Background: an optimization exercise with open tools, aiming at small area. Do not read the settings as production practice.
Only simulation tests tie the RTL to the original design; equivalence was not proved.
Power is estimated from default activity; no workload was simulated.

// j_acc_collector_mx_cell
module j_acc_collector_mx_cell #(
  parameter int SRAM_DEPTH  = 1024,
  parameter int SRAM_ADDR_W = $clog2(SRAM_DEPTH)
) (
  input  logic                      clk,
  input  logic                      reset_n,
  input  logic                      collect_start,
  output logic                      collect_idle,
  input  logic [SRAM_ADDR_W*32-1:0] base_addr,
  input  logic [SRAM_ADDR_W-1:0]    img_size,
  input  logic [31:0]               serial_input,
  input  logic [31:0]               serial_en,
  input  logic [31:0]               serial_start,
  output logic                      sram_en,
  output logic                      sram_we,
  output logic [SRAM_ADDR_W-1:0]    sram_addr,
  output logic [31:0]               sram_wdata,
  output logic [31:0]               err_overflow,
  output logic [31:0]               err_frame
);
==> flow/config.mk <==
export PLATFORM = sky130hd
export DESIGN_NAME = j_acc_collector_mx_cell
export DESIGN_NICKNAME = j_acc_collector_mx_cell
export VERILOG_FILES = /design/flow/design.v
export SDC_FILE = /design/flow/constraint.sdc
export NUM_CORES = 4
export LEC_CHECK = 0
export ABC_AREA = 1
export CAP_MARGIN = 20
export CORE_MARGIN = 2
export CORE_UTILIZATION = 50
export SLEW_MARGIN = 20
export BUFFER_PORTS_ARGS = -buffer_cell sky130_fd_sc_hd__buf_1
export CTS_ARGS = -sink_clustering_enable -repair_clock_nets -dont_use_dummy_load -buf_list sky130_fd_sc_hd__clkbuf_8 -sink_clustering_size 30
==> flow/constraint.sdc <==
create_clock -name core_clock -period 12.0 [get_ports {clk}]
set_input_delay 2.4000 -clock core_clock [delete_from_list [all_inputs] [get_ports {clk}]]
set_output_delay 2.4000 -clock core_clock [all_outputs]
set_load 0.01 [all_outputs]
standard.sh (not shown) runs the stock make flow with config.mk's settings and CLKGATE_MAP_FILE= SYNTH_SCRIPT=/design/flow/synth_recipe.tcl, a recipe that flattens the netlist after the stock synthesis.
==> flow/flow/run.sh <==
#!/bin/bash
# The standard ORFS layout, with two changes:
# * ports are buffered with the smallest buffer (buf_1) instead of the default choice;
# * the clock tree is built from clkbuf_8 cells in clusters of up to 30 sinks, without
#   dummy loads.
# Each tool's output goes to the ORFS logs under orfs/logs; make's own output goes to
# standard.log in this folder.
set -euo pipefail
cat >> config.mk <<'EOC'
export BUFFER_PORTS_ARGS = -buffer_cell sky130_fd_sc_hd__buf_1
export CTS_ARGS = -sink_clustering_enable -repair_clock_nets -dont_use_dummy_load -buf_list sky130_fd_sc_hd__clkbuf_8 -sink_clustering_size 30
EOC
bash standard.sh > standard.log 2>&1
The baseline produced a clean layout.
Next try:
==> flow/flow/run.sh (replaced) <==
#!/bin/bash
# The standard ORFS layout, with two changes:
# * ports are buffered with the smallest buffer (buf_1) instead of the default choice;
# * the clock tree is built from clkbuf_4 cells, with leaf clusters of up to 10 sinks
#   within 40 um, and without dummy loads.
# Each tool's output goes to the ORFS logs under orfs/logs; make's own output goes to
# standard.log in this folder.
set -euo pipefail
cat >> config.mk <<'EOC'
export BUFFER_PORTS_ARGS = -buffer_cell sky130_fd_sc_hd__buf_1
export CTS_ARGS = -sink_clustering_enable -repair_clock_nets -dont_use_dummy_load -buf_list sky130_fd_sc_hd__clkbuf_4 -sink_clustering_size 10 -sink_clustering_max_diameter 40
EOC
bash standard.sh > standard.log 2>&1
CAP_MARGIN = 5   (was 20)
CORE_UTILIZATION = 68   (was 50)
CTS_ARGS = -sink_clustering_enable -repair_clock_nets -dont_use_dummy_load -buf_list sky130_fd_sc_hd__clkbuf_4 -sink_clustering_size 10 -sink_clustering_max_diameter 40   (was -sink_clustering_enable -repair_clock_nets -dont_use_dummy_load -buf_list sky130_fd_sc_hd__clkbuf_8 -sink_clustering_size 30)
SLEW_MARGIN = 5   (was 20)
The changed run finished with timing, DRC and antenna clean.
Synthesized area stays the same.
Setup slack is worse by 0.70 ns.
Core utilization rose by 17 points.
Next try:
==> flow/flow/run.sh (replaced) <==
#!/bin/bash
# The standard ORFS layout, with two changes:
# * ports are buffered with the smallest buffer (buf_1) instead of the default choice;
# * the clock tree is built from clkbuf_8 cells, with leaf clusters of up to 14 sinks
#   within 50 um, and without dummy loads.
# Each tool's output goes to the ORFS logs under orfs/logs; make's own output goes to
# standard.log in this folder.
set -euo pipefail
cat >> config.mk <<'EOC'
export BUFFER_PORTS_ARGS = -buffer_cell sky130_fd_sc_hd__buf_1
export CTS_ARGS = -sink_clustering_enable -repair_clock_nets -dont_use_dummy_load -buf_list sky130_fd_sc_hd__clkbuf_8 -sink_clustering_size 14 -sink_clustering_max_diameter 50
EOC
bash standard.sh > standard.log 2>&1
CAP_MARGIN = 20   (was 5)
CORE_UTILIZATION = 50   (was 68)
CTS_ARGS = -sink_clustering_enable -repair_clock_nets -dont_use_dummy_load -buf_list sky130_fd_sc_hd__clkbuf_8 -sink_clustering_size 14 -sink_clustering_max_diameter 50   (was -sink_clustering_enable -repair_clock_nets -dont_use_dummy_load -buf_list sky130_fd_sc_hd__clkbuf_4 -sink_clustering_size 10 -sink_clustering_max_diameter 40)
SLEW_MARGIN = 20   (was 5)
- power went up by a few percent
- synthesized area is unchanged
- final area climbs slightly
- setup slack is better by 0.74 ns
- utilization fell by 18 points
- critical path depth is unchanged
Next try:
CAP_MARGIN = 10   (was 20)
CORE_UTILIZATION = 62   (was 50)
SLEW_MARGIN = 10   (was 20)
Outcome: Setup slack is worse by 0.36 ns. Routed wire length shrinks by 4.2%. Sequential share of layout area grows by 0.69 points.
Next try:
==> flow/flow/run.sh (replaced) <==
#!/bin/bash
# The standard ORFS layout, with two changes:
# * ports are buffered with the smallest buffer (buf_1) instead of the default choice;
# * the clock tree is built from clkbuf_4 cells, with leaf clusters of up to 8 sinks
#   within 40 um, and without dummy loads.
# Each tool's output goes to the ORFS logs under orfs/logs; make's own output goes to
# standard.log in this folder.
set -euo pipefail
cat >> config.mk <<'EOC'
export BUFFER_PORTS_ARGS = -buffer_cell sky130_fd_sc_hd__buf_1
export CTS_ARGS = -sink_clustering_enable -repair_clock_nets -dont_use_dummy_load -buf_list sky130_fd_sc_hd__clkbuf_4 -sink_clustering_size 8 -sink_clustering_max_diameter 40
EOC
bash standard.sh > standard.log 2>&1
CAP_MARGIN = 5   (was 10)
CORE_UTILIZATION = 68   (was 62)
CTS_ARGS = -sink_clustering_enable -repair_clock_nets -dont_use_dummy_load -buf_list sky130_fd_sc_hd__clkbuf_4 -sink_clustering_size 8 -sink_clustering_max_diameter 40   (was -sink_clustering_enable -repair_clock_nets -dont_use_dummy_load -buf_list sky130_fd_sc_hd__clkbuf_8 -sink_clustering_size 14 -sink_clustering_max_diameter 50)
SLEW_MARGIN = 5   (was 10)
The changed run finished clean.
Sequential power hardly moves.
Worst setup slack got worse by 0.32 ns.
Power goes down by 1.4%.
Next try:
CAP_MARGIN = 10   (was 5)
CORE_UTILIZATION = 62   (was 68)
GPL_ROUTABILITY_DRIVEN = 0   (was not set)
GPL_TIMING_DRIVEN = 0   (was not set)
SLEW_MARGIN = 10   (was 5)
Outcome:
- The changed run ran to the end with no violations
- hold slack degrades by 0.011 ns
- global-route usage went up by 1.3 points
- register-to-register slack degrades by 0.78 ns
- combinational power went up by about 10%
- clock skew went down by 0.059 ns
- non-clock buffer count went up by 183
- total power went up by 4.6%
- utilization went down by 5.5 points
- synthesized cell count stays the same
- via count went up by 4.0%

-- port drivers added, routing unchanged --
The flow's constraints put no driver on any port. The routed layouts listed below were extracted and timed again, unchanged, in two steps.
Step 1 assumes that a clkbuf_16 drives the clock port and a buf_2 every other input.
Step 2 also shifts input and output timing later by t, the mid clock arrival at the registers, as if the neighbouring blocks saw the same clock.
Three values: ideal ports, drivers, drivers and shift; two values: the first two.
| run | t, ns | setup WS [ns] | worst hold slack (ns) | worst setup path at the end |
|---|---|---|---|---|
| the first run | 1.179 | 5.104 / 5.104 / 5.104 | 0.311 / 0.311 / 0.311 | register to register |
| the second run | 1.459 | 4.408 / 4.408 / 4.408 | 0.326 / 0.326 / 0.326 | register to register |
| the third run | 1.137 | 5.147 / 5.147 / 5.147 | 0.327 / 0.327 / 0.327 | register to register |
| the fourth run | 1.101 | 4.783 / 4.783 / 4.783 | 0.309 / 0.309 / 0.309 | register to register |
| the fifth run | 1.492 | 4.465 / 4.465 / 4.465 | 0.322 / 0.322 / 0.322 | register to register |
| the sixth run | 1.533 | 3.686 / 3.686 / 3.686 | 0.311 / 0.311 / 0.311 | register to register |
After both steps setup and hold are still met in every run listed.
